Context: an optimization exercise on an open-source flow, tuned for small area, a short achievable clock period and few clock cycles per item. The choices shown serve that exercise and are no tape-out recipe.
RTL that was checked went through simulation tests only; none was proved equivalent to the original.
Power is estimated from default activity; no workload was simulated.

Design arena_bump_allocator_core, start of the top module:
module arena_bump_allocator_core (
  input  logic                              clk,
  input  logic                              rst_n,
  input  logic                              cfg_valid,
  output logic                              cfg_ready,
  input  logic                              cfg_index,
  input  logic [abump_pkg::ADDR_W-1:0]      cfg_data,
  input  logic                              in_valid,
  output logic                              in_ready,
  input  logic [abump_pkg::FUNC_W-1:0]      in_func,
  input  logic [abump_pkg::OFF_W-1:0]       in_request_size,
  input  logic [abump_pkg::ALIGN_LOG_W-1:0] in_align_log2,
  input  logic [abump_pkg::ADDR_W-1:0]      in_old_address,
  input  logic [abump_pkg::OFF_W-1:0]       in_old_length,
  input  logic [abump_pkg::OFF_W-1:0]       in_snap_current,
  input  logic [abump_pkg::OFF_W-1:0]       in_snap_previous,
  output logic                              out_valid,
  input  logic                              out_ready,
  output logic [abump_pkg::STATUS_W-1:0]    out_status,
  output logic [abump_pkg::ADDR_W-1:0]      out_result_address,
  output logic [abump_pkg::OFF_W-1:0]       out_copy_length,
  output logic [abump_pkg::OFF_W-1:0]       out_clear_offset,
  output logic [abump_pkg::OFF_W-1:0]       out_clear_length,
  output logic [abump_pkg::OFF_W-1:0]       out_current_offset,
  output logic [abump_pkg::OFF_W-1:0]       out_previous_offset
);
clock: 9.0 ns
lec_check: 0
cap_margin: 20
core_margin: 2
core_utilization: 55
setup_slack_margin: 2.5
slew_margin: 20
tns_end_percent: 100
standard.sh (not shown) runs the stock make flow with config.mk's settings and CLKGATE_MAP_FILE= SYNTH_SCRIPT=/design/flow/synth_recipe.tcl, a recipe that flattens the netlist after the stock synthesis.
==> flow/flow/run.sh <==
#!/bin/bash
# Standard layout, with the port buffers made as buf_1 cells instead of the
# delay-cell buffers buffer_ports picks by default.
cp standard.sh standard_sh.txt
export BUFFER_PORTS_ARGS="-buffer_cell sky130_fd_sc_hd__buf_1"
bash standard.sh > standard.log 2>&1
Edit:
--- a/flow/config.mk
+++ b/flow/config.mk
@@ -10 +10 @@
-export CORE_UTILIZATION = 55
+export CORE_UTILIZATION = 65
The changed run passed the timing, DRC and antenna checks.
Total power rises by 1.6%.
Final area goes up by 0.33%.
Setup slack gets worse by 50 ps.
Synthesized cell count stays the same.
Register-to-register slack gets worse by 50 ps.
Via count came out higher by 3.4%.
Die area is lower by 15%.
Synthesized area is unchanged.
Wire length went down by 2.0%.
Hold slack improved by 6.6 ps.
Function was not checked in any run of this note: the RTL went through the layout flow alone.

* * *

## zinc
arena_bump_allocator_core, a different RTL version from the one above (not shown whole).
Size in the first run: roughly 2300 cells after synthesis, about 300 I/O pins, roughly 19000 um^2 of cells after synthesis.
Design arena_bump_allocator_core, start of the top module:
module arena_bump_allocator_core (
  input  logic                              clk,
  input  logic                              rst_n,
  input  logic                              cfg_valid,
  output logic                              cfg_ready,
  input  logic                              cfg_index,
  input  logic [abump_pkg::ADDR_W-1:0]      cfg_data,
  input  logic                              in_valid,
  output logic                              in_ready,
  input  logic [abump_pkg::FUNC_W-1:0]      in_func,
  input  logic [abump_pkg::OFF_W-1:0]       in_request_size,
  input  logic [abump_pkg::ALIGN_LOG_W-1:0] in_align_log2,
  input  logic [abump_pkg::ADDR_W-1:0]      in_old_address,
  input  logic [abump_pkg::OFF_W-1:0]       in_old_length,
  input  logic [abump_pkg::OFF_W-1:0]       in_snap_current,
  input  logic [abump_pkg::OFF_W-1:0]       in_snap_previous,
  output logic                              out_valid,
  input  logic                              out_ready,
  output logic [abump_pkg::STATUS_W-1:0]    out_status,
  output logic [abump_pkg::ADDR_W-1:0]      out_result_address,
  output logic [abump_pkg::OFF_W-1:0]       out_copy_length,
  output logic [abump_pkg::OFF_W-1:0]       out_clear_offset,
  output logic [abump_pkg::OFF_W-1:0]       out_clear_length,
  ...
clock: 9.0 ns
lec_check: 0
cap_margin: 20
core_margin: 2
core_utilization: 55
setup_slack_margin: 2.5
slew_margin: 20
tns_end_percent: 100
Scripts as last shown in full above: flow/flow/run.sh
Looking at the reports, zinc completed the entire flow and the layout it produced met the timing, DRC and antenna checks.
Testbench counts of zinc, summed over its fixed seeds: cycles 91,397, items 80,000.
[inputs] pepper vs zinc
- CORE_UTILIZATION changed from 55 to 65
--- outcome ---
- Comparing pepper and zinc, the higher layout overhead on the synthesized area was measured on zinc.
- Note that the critical path depth recorded for pepper amounts to 0.77 times the value seen in zinc.
- Relative to zinc, area enclosed by the die boundary has gone down in pepper.
- Looking at the reports, pepper completed the entire flow and the layout it produced met the timing, DRC and antenna checks.

* * *

Another version of the RTL of arena_bump_allocator_core (not shown whole).
Size in the first run: about 2300 cells after synthesis, about 300 I/O pins.
## arena_bump_allocator_core
module arena_bump_allocator_core (
  input  logic                              clk,
  input  logic                              rst_n,
  input  logic                              cfg_valid,
  output logic                              cfg_ready,
  input  logic                              cfg_index,
  input  logic [abump_pkg::ADDR_W-1:0]      cfg_data,
  input  logic                              in_valid,
  output logic                              in_ready,
  input  logic [abump_pkg::FUNC_W-1:0]      in_func,
  input  logic [abump_pkg::OFF_W-1:0]       in_request_size,
  input  logic [abump_pkg::ALIGN_LOG_W-1:0] in_align_log2,
  input  logic [abump_pkg::ADDR_W-1:0]      in_old_address,
  input  logic [abump_pkg::OFF_W-1:0]       in_old_length,
  input  logic [abump_pkg::OFF_W-1:0]       in_snap_current,
  input  logic [abump_pkg::OFF_W-1:0]       in_snap_previous,
  output logic                              out_valid,
  input  logic                              out_ready,
  ...
==> flow/config.mk <==
export PLATFORM = sky130hd
export DESIGN_NAME = arena_bump_allocator_core
export DESIGN_NICKNAME = arena_bump_allocator_core
export VERILOG_FILES = /design/flow/design.v
export SDC_FILE = /design/flow/constraint.sdc
export NUM_CORES = 4
export LEC_CHECK = 0
export CAP_MARGIN = 20
export CORE_MARGIN = 2
export CORE_UTILIZATION = 55
export SETUP_SLACK_MARGIN = 2.75
export SLEW_MARGIN = 20
export TNS_END_PERCENT = 100
==> flow/constraint.sdc <==
create_clock -name core_clock -period 9.0 [get_ports {clk}]
set_input_delay 1.8000 -clock core_clock [delete_from_list [all_inputs] [get_ports {clk}]]
set_output_delay 1.8000 -clock core_clock [all_outputs]
set_load 0.01 [all_outputs]
Scripts as last shown in full above: flow/flow/run.sh
The starting point completed with no timing, DRC or antenna violations.
Testbench counts at the start, summed over its fixed seeds: cycles 91,397, items 80,000.
Then changed:
- CTS_BUF_LIST: not set -> sky130_fd_sc_hd__clkbuf_4 sky130_fd_sc_hd__clkbuf_8
- SETUP_SLACK_MARGIN: 2.75 -> 2.5
Outcome: Power came out lower by 9.8%; flip-flop and latch count stays the same; final area came out lower by 5.1%; fmax came out lower by 1.1%; cell count came out lower by 1.5%; setup slack gets worse by 0.070 ns; clock-buffer cell count came out lower by 1; area after synthesis stays the same; die area is unchanged; global-route usage came out lower by 1.4 points.
Then changed:
- CORE_UTILIZATION: 55 -> 40
- CTS_BUF_LIST: sky130_fd_sc_hd__clkbuf_4 sky130_fd_sc_hd__clkbuf_8 -> not set
- PLACE_DENSITY: not set -> 0.75
Worst hold slack is about the same.
Routed wire length rose by 7.0%.
Count of clock-buffer cells in the layout rose by 4.
Global-route usage fell by 7.5 points.
Combinational power rose by about 0.5%.
Sequential share of layout area fell by 0.42 points.
Fmax fell by 1.0%.
Total power rose by 7.8%.
Die area rose by 37%.
Clock skew fell by 0.013 ns.
Setup slack gets worse by 0.064 ns.

* * *

## job 1750
Starting RTL as in the previous note.
Design arena_bump_allocator_core, start of the top module:
module arena_bump_allocator_core (
  input  logic                              clk,
  input  logic                              rst_n,
  input  logic                              cfg_valid,
  output logic                              cfg_ready,
  input  logic                              cfg_index,
  input  logic [abump_pkg::ADDR_W-1:0]      cfg_data,
  input  logic                              in_valid,
  output logic                              in_ready,
  input  logic [abump_pkg::FUNC_W-1:0]      in_func,
  input  logic [abump_pkg::OFF_W-1:0]       in_request_size,
  input  logic [abump_pkg::ALIGN_LOG_W-1:0] in_align_log2,
  input  logic [abump_pkg::ADDR_W-1:0]      in_old_address,
  input  logic [abump_pkg::OFF_W-1:0]       in_old_length,
  input  logic [abump_pkg::OFF_W-1:0]       in_snap_current,
  input  logic [abump_pkg::OFF_W-1:0]       in_snap_previous,
  output logic                              out_valid,
  input  logic                              out_ready,
  output logic [abump_pkg::STATUS_W-1:0]    out_status,
  output logic [abump_pkg::ADDR_W-1:0]      out_result_address,
  output logic [abump_pkg::OFF_W-1:0]       out_copy_length,
  output logic [abump_pkg::OFF_W-1:0]       out_clear_offset,
  output logic [abump_pkg::OFF_W-1:0]       out_clear_length,
  output logic [abump_pkg::OFF_W-1:0]       out_current_offset,
  output logic [abump_pkg::OFF_W-1:0]       out_previous_offset
);
Settings: LEC_CHECK=0, CAP_MARGIN=20, CORE_MARGIN=2, CORE_UTILIZATION=55, SETUP_SLACK_MARGIN=2.5, SLEW_MARGIN=20, TNS_END_PERCENT=10; clock period 9.0 ns.
Scripts as last shown in full above: flow/flow/run.sh
Job 1750 was carried through to the last stage, and its layout satisfied the timing, DRC and antenna checks.
Testbench counts of job 1750, summed over its fixed seeds: cycles 91,397, items 80,000.
Input changes introduced in job 4418 (baseline for comparison: job 1750):
Settings: a change of SETUP_SLACK_MARGIN from 2.5 to 2.25; a change of TNS_END_PERCENT from 10 to 100.
## What came out
From job 1750 to job 4418 the numbers moved as follows: detailed-routing iteration count for the pre-antenna-repair pass went down by 10, relative max-transition margin closely matched the old numbers, non-clock inverter instance count of the final layout has remained practically unchanged, final critical-path required period climbed 0.20 ns. Going from job 1750 to job 4418, the area taken by multi-input logic gates was found to have gone down by about 1%. Job 1750 -> job 4418: clock tree cell share of total cell area flat. Relative area change from synthesis to final layout, job 1750 and job 4418, lower one = job 4418. Compared with job 1750, job 4418 shows routed wire length lower by about 0.5%.
Setup changes, job 4418 to job 3613
Settings: swapping 55 for 40 in CORE_UTILIZATION; swapping 2.25 for 2.5 in SETUP_SLACK_MARGIN.
Findings:
- For job 3613 and job 4418, there was not a single run that failed to finish clean.
- Job 3613 vs job 4418: fmax up by a few percent
- Share of the clock period used by the worst path after layout is higher on job 4418
- Relative to job 4418, the total of cells resized after clock tree synthesis measured on job 3613 has increased by more than a quarter.
- On job 3613: design area is about 3% higher than what job 4418 gave.
- Launching instance or port of the critical path = in_request_size[12]: job 4418; launching instance or port of the critical path = in_align_log2[0]: job 3613
Modified inputs, job 8708 compared to job 3613
Settings: CORE_UTILIZATION: 40 -> 55; CTS_BUF_LIST: unset -> sky130_fd_sc_hd__clkbuf_8.
--- outcome ---
- Comparing hold slack for job 8708 and job 3613, the smaller number came from job 3613.
- Going from job 3613 to job 8708, combinational fraction of design power has increased; average footprint of a synthesized cell has remained practically unchanged; clock buffer count has decreased.
- In job 8708 the post-route fraction of the period consumed by the critical path turned out 0.60 points higher than in job 3613.
- Of the two candidates, job 3613 has the worse global-route wire length before repair and job 8708 the better one.
- On utilization after layout: between job 8708 and job 3613, it ends up lower for job 3613.
## Diff of input files: job 4738 against job 8708
Settings: CTS_BUF_LIST no longer set, was sky130_fd_sc_hd__clkbuf_8.
==> notes.md <==
Compare job 4738 and job 8708 | power share of the combinational group higher: job 8708
Library cell contributing the largest single delay on the critical path = sky130_fd_sc_hd__a41o_1: job 8708; library cell contributing the largest single delay on the critical path = sky130_fd_sc_hd__ha_1: job 4738
Sequential share of layout area in job 4738 is 0.37 points lower than in job 8708
Sequential cell power essentially unchanged between job 8708 and job 4738.
Job 4738 against job 8708: total number of tap cells was more or less identical; count of clock-buffer cells in the layout went up by 2.
| worst hold slack | job 4738 vs job 8708 | 0.0049 ns lower |
Of job 4738 and job 8708, the run reporting the lower buffer and inverter count on the worst path was job 8708.

* * *

arena_bump_allocator_core, a different RTL version from the one above (not shown whole).
Size in the first run: roughly 2300 cells after synthesis, about 180 flip-flops, ~300 I/O pins, roughly 0.019 mm² of cells after synthesis.
clock: 9.0 ns
lec_check: 0
cap_margin: 20
core_margin: 2
core_utilization: 40
setup_slack_margin: 2.5
slew_margin: 20
tns_end_percent: 100
Scripts as last shown in full above: flow/flow/run.sh
The baseline finished clean.
Change:
==> flow/run.sh (new file) <==
#!/bin/bash
# synth_recipe.tcl (not shown) runs the flow's synth.tcl, then flattens the netlist and writes it again
# the make line also repeats each setting of config.mk as NAME=value (left out here)
make -C /OpenROAD-flow-scripts/flow DESIGN_CONFIG=/design/flow/config.mk WORK_HOME=/design/flow/orfs CLKGATE_MAP_FILE= SYNTH_SCRIPT=/design/flow/synth_recipe.tcl finish
Settings changed: SETUP_SLACK_MARGIN 2.5 to default, TNS_END_PERCENT 100 to default.
removed: flow/flow/run.sh
removed: flow/standard.sh
Result:
- The new run completed with no timing, DRC or antenna violations
- cell area rose by 5.5%
- first-iteration DRC count goes down by about 20%
- sequential share of layout area is lower by 1.1 points
- area after synthesis does not change
- critical path depth is lower by 5
- register-to-register slack got worse by 0.42 ns
- sequential power stays flat
- non-clock buffer count went down by 30
Change:
==> flow/flow/run.sh (new file) <==
#!/bin/bash
# Standard layout, with the port buffers made as buf_2 cells instead of the
# delay-cell buffers buffer_ports picks by default.
cp standard.sh standard_sh.txt
export BUFFER_PORTS_ARGS="-buffer_cell sky130_fd_sc_hd__buf_2"
bash standard.sh > standard.log 2>&1
==> flow/standard.sh (new file) <==
#!/bin/bash
# synth_recipe.tcl (not shown) runs the flow's synth.tcl, then flattens the netlist and writes it again
# the make line also repeats each setting of config.mk as NAME=value (left out here)
make -C /OpenROAD-flow-scripts/flow DESIGN_CONFIG=/design/flow/config.mk WORK_HOME=/design/flow/orfs CLKGATE_MAP_FILE= SYNTH_SCRIPT=/design/flow/synth_recipe.tcl "${@:-finish}"
Settings changed: SETUP_SLACK_MARGIN from default to 2.5, TNS_END_PERCENT from default to 100.
removed: flow/run.sh
Outcome:
- The new run produced a clean layout
- fmax is higher by about 24%
- power is higher by 1.5%
- flip-flop and latch count is unchanged
- clock skew is higher by 0.0034 ns
- final area is lower by 2.9%
- global-route usage is higher by 0.20 points
- via count is higher by about 2.3%
- wire length is higher by about 3%
- count of clock-buffer cells in the layout does not change
Change:
==> flow/run.sh (new file) <==
#!/bin/bash
# synth_recipe.tcl (not shown) runs the flow's synth.tcl, then flattens the netlist and writes it again
# the make line also repeats each setting of config.mk as NAME=value (left out here)
make -C /OpenROAD-flow-scripts/flow DESIGN_CONFIG=/design/flow/config.mk WORK_HOME=/design/flow/orfs CLKGATE_MAP_FILE= SYNTH_SCRIPT=/design/flow/synth_recipe.tcl finish
Settings changed: CORE_UTILIZATION 40 to 60.
removed: flow/flow/run.sh
removed: flow/standard.sh
Effect: Power goes up by 1.4%; utilization is higher by 27 points; synthesized cell count stays the same; via count climbs by 5.2%; non-clock buffer count went up by 1; first-iteration DRC count goes up by 26%; worst setup slack got worse by 0.13 ns; fmax drops by 2.0%; cell count fell by 6.4%; clock skew went down by 0.0073 ns; clock-buffer cell count grows by 2.
Change:
==> flow/flow/run.sh (new file) <==
#!/bin/bash
# Standard layout, with the port buffers made as buf_2 cells instead of the
# delay-cell buffers buffer_ports picks by default.
cp standard.sh standard_sh.txt
export BUFFER_PORTS_ARGS="-buffer_cell sky130_fd_sc_hd__buf_2"
bash standard.sh > standard.log 2>&1
==> flow/standard.sh (new file) <==
#!/bin/bash
# synth_recipe.tcl (not shown) runs the flow's synth.tcl, then flattens the netlist and writes it again
# the make line also repeats each setting of config.mk as NAME=value (left out here)
make -C /OpenROAD-flow-scripts/flow DESIGN_CONFIG=/design/flow/config.mk WORK_HOME=/design/flow/orfs CLKGATE_MAP_FILE= SYNTH_SCRIPT=/design/flow/synth_recipe.tcl "${@:-finish}"
Settings changed: CORE_UTILIZATION 60 to 40, SETUP_SLACK_MARGIN 2.5 to 3.0.
removed: flow/run.sh
What happened:
- The changed run completed with no timing, DRC or antenna violations
- total power is about the same
- count of clock-buffer cells in the layout fell by 1
- design area rose by 0.40%
- utilization fell by 25 points
Function was not checked in any run of this note: the RTL went through the layout flow alone.

* * *

Starting RTL as in the previous note.
## arena_bump_allocator_core
module arena_bump_allocator_core (
  input  logic                              clk,
  input  logic                              rst_n,
  input  logic                              cfg_valid,
  output logic                              cfg_ready,
  input  logic                              cfg_index,
  input  logic [abump_pkg::ADDR_W-1:0]      cfg_data,
  input  logic                              in_valid,
  output logic                              in_ready,
  input  logic [abump_pkg::FUNC_W-1:0]      in_func,
  input  logic [abump_pkg::OFF_W-1:0]       in_request_size,
  input  logic [abump_pkg::ALIGN_LOG_W-1:0] in_align_log2,
  input  logic [abump_pkg::ADDR_W-1:0]      in_old_address,
  input  logic [abump_pkg::OFF_W-1:0]       in_old_length,
  input  logic [abump_pkg::OFF_W-1:0]       in_snap_current,
  input  logic [abump_pkg::OFF_W-1:0]       in_snap_previous,
  output logic                              out_valid,
  input  logic                              out_ready,
  output logic [abump_pkg::STATUS_W-1:0]    out_status,
  output logic [abump_pkg::ADDR_W-1:0]      out_result_address,
  output logic [abump_pkg::OFF_W-1:0]       out_copy_length,
  output logic [abump_pkg::OFF_W-1:0]       out_clear_offset,
  output logic [abump_pkg::OFF_W-1:0]       out_clear_length,
  output logic [abump_pkg::OFF_W-1:0]       out_current_offset,
  output logic [abump_pkg::OFF_W-1:0]       out_previous_offset
);
clock: 9.0 ns
lec_check: 0
cap_margin: 20
core_margin: 2
core_utilization: 40
setup_slack_margin: 2.5
slew_margin: 20
tns_end_percent: 100
run.sh (not shown) runs the stock make flow with config.mk's settings and CLKGATE_MAP_FILE= SYNTH_SCRIPT=/design/flow/synth_recipe.tcl, a recipe that flattens the netlist after the stock synthesis.
Stock flow here: none of the scripts above is used.
The baseline produced a clean layout.
Change:
Settings changed: SETUP_SLACK_MARGIN 2.5 to 3.5.
Total power climbs by a few percent.
Non-clock buffer count came out higher by 59.
Wire length increases by a little under a tenth.
Hold slack improves by 4.4 ps.
Sequential cell count is unchanged.
Sequential power hardly moves.
Combinational power rises by roughly a tenth.
First-iteration DRC count is higher by a few percent.
Via count is higher by a few percent.
Area after synthesis stays the same.
Cell area came out higher by a few percent.
No run of this note included a check of the RTL's function; only the layout flow was run.

-- re-timing with driven ports --
In the flow no input, the clock included, has a driving cell. The finished layouts below were timed again as built, in two steps.
Step 1 sets driving cells, clkbuf_16 on the clock port and buf_2 on the other inputs (assumed; they add their load-dependent delay and slew).
Step 2 also shifts input and output timing later by t, the mid clock arrival at the registers, as if the neighbouring blocks saw the same clock.
a / b / c = no drivers / after step 1 / after step 2; a / b = the first two.
| run | t (ns) | setup WS [ns] | latest minus earliest clock arrival (ns) | worst register clock-pin slew, ns |
|---|---|---|---|---|
| the first run of note 1 | 0.508 | 2.456 / 2.456 / 1.966 | 0.015 / 0.015 | 0.08 / 0.08 |
| the second run of note 1 | 0.526 | 2.406 / 2.406 / 1.975 | 0.025 / 0.025 | 0.09 / 0.09 |
| zinc | 0.514 | 2.687 / 2.666 / 2.203 | 0.012 / 0.013 | 0.07 / 0.07 |
| pepper | 0.506 | 2.640 / 2.622 / 2.162 | 0.015 / 0.015 | 0.08 / 0.08 |
| the first run of note 3 | 0.518 | 2.743 / 2.729 / 2.210 | 0.015 / 0.015 | 0.08 / 0.08 |
| the second run of note 3 | 0.568 | 2.673 / 2.632 / 2.133 | 0.031 / 0.031 | 0.12 / 0.12 |
| the third run of note 3 | 0.552 | 2.609 / 2.618 / 2.067 | 0.014 / 0.013 | 0.08 / 0.08 |
| job 1750 | 0.516 | 2.619 / 2.649 / 2.133 | 0.018 / 0.019 | 0.08 / 0.08 |
| job 4418 | 0.513 | 2.420 / 2.443 / 1.936 | 0.021 / 0.022 | 0.08 / 0.08 |
| job 3613 | 0.558 | 2.657 / 2.630 / 2.108 | 0.015 / 0.015 | 0.08 / 0.08 |
| job 8708 | 0.570 | 2.603 / 2.629 / 2.059 | 0.030 / 0.029 | 0.12 / 0.12 |
| job 4738 | 0.514 | 2.668 / 2.662 / 2.183 | 0.020 / 0.020 | 0.08 / 0.08 |
| the first run of note 5 | 0.558 | 2.657 / 2.630 / 2.108 | 0.015 / 0.015 | 0.08 / 0.08 |
| the second run of note 5 | 0.557 | 1.147 / 1.164 / 0.607 | 0.016 / 0.016 | 0.08 / 0.08 |
| the third run of note 5 | 0.561 | 2.658 / 2.601 / 2.118 | 0.020 / 0.019 | 0.08 / 0.08 |
| the fourth run of note 5 | 0.516 | 2.529 / 2.559 / 2.043 | 0.012 / 0.012 | 0.08 / 0.08 |
| the fifth run of note 5 | 0.565 | 2.999 / 2.993 / 2.429 | 0.018 / 0.019 | 0.08 / 0.08 |
| the first run of note 6 | 0.562 | 2.649 / 2.633 / 2.117 | 0.016 / 0.016 | 0.08 / 0.08 |
| the second run of note 6 | 0.560 | 2.909 / 2.944 / 2.383 | 0.022 / 0.023 | 0.08 / 0.08 |
After both steps setup and hold are still met in every run listed. For the fifth run of note 5, which loses most, drivers alone change the setup slack by -0.006 ns; drivers and shift together by -0.570 ns.
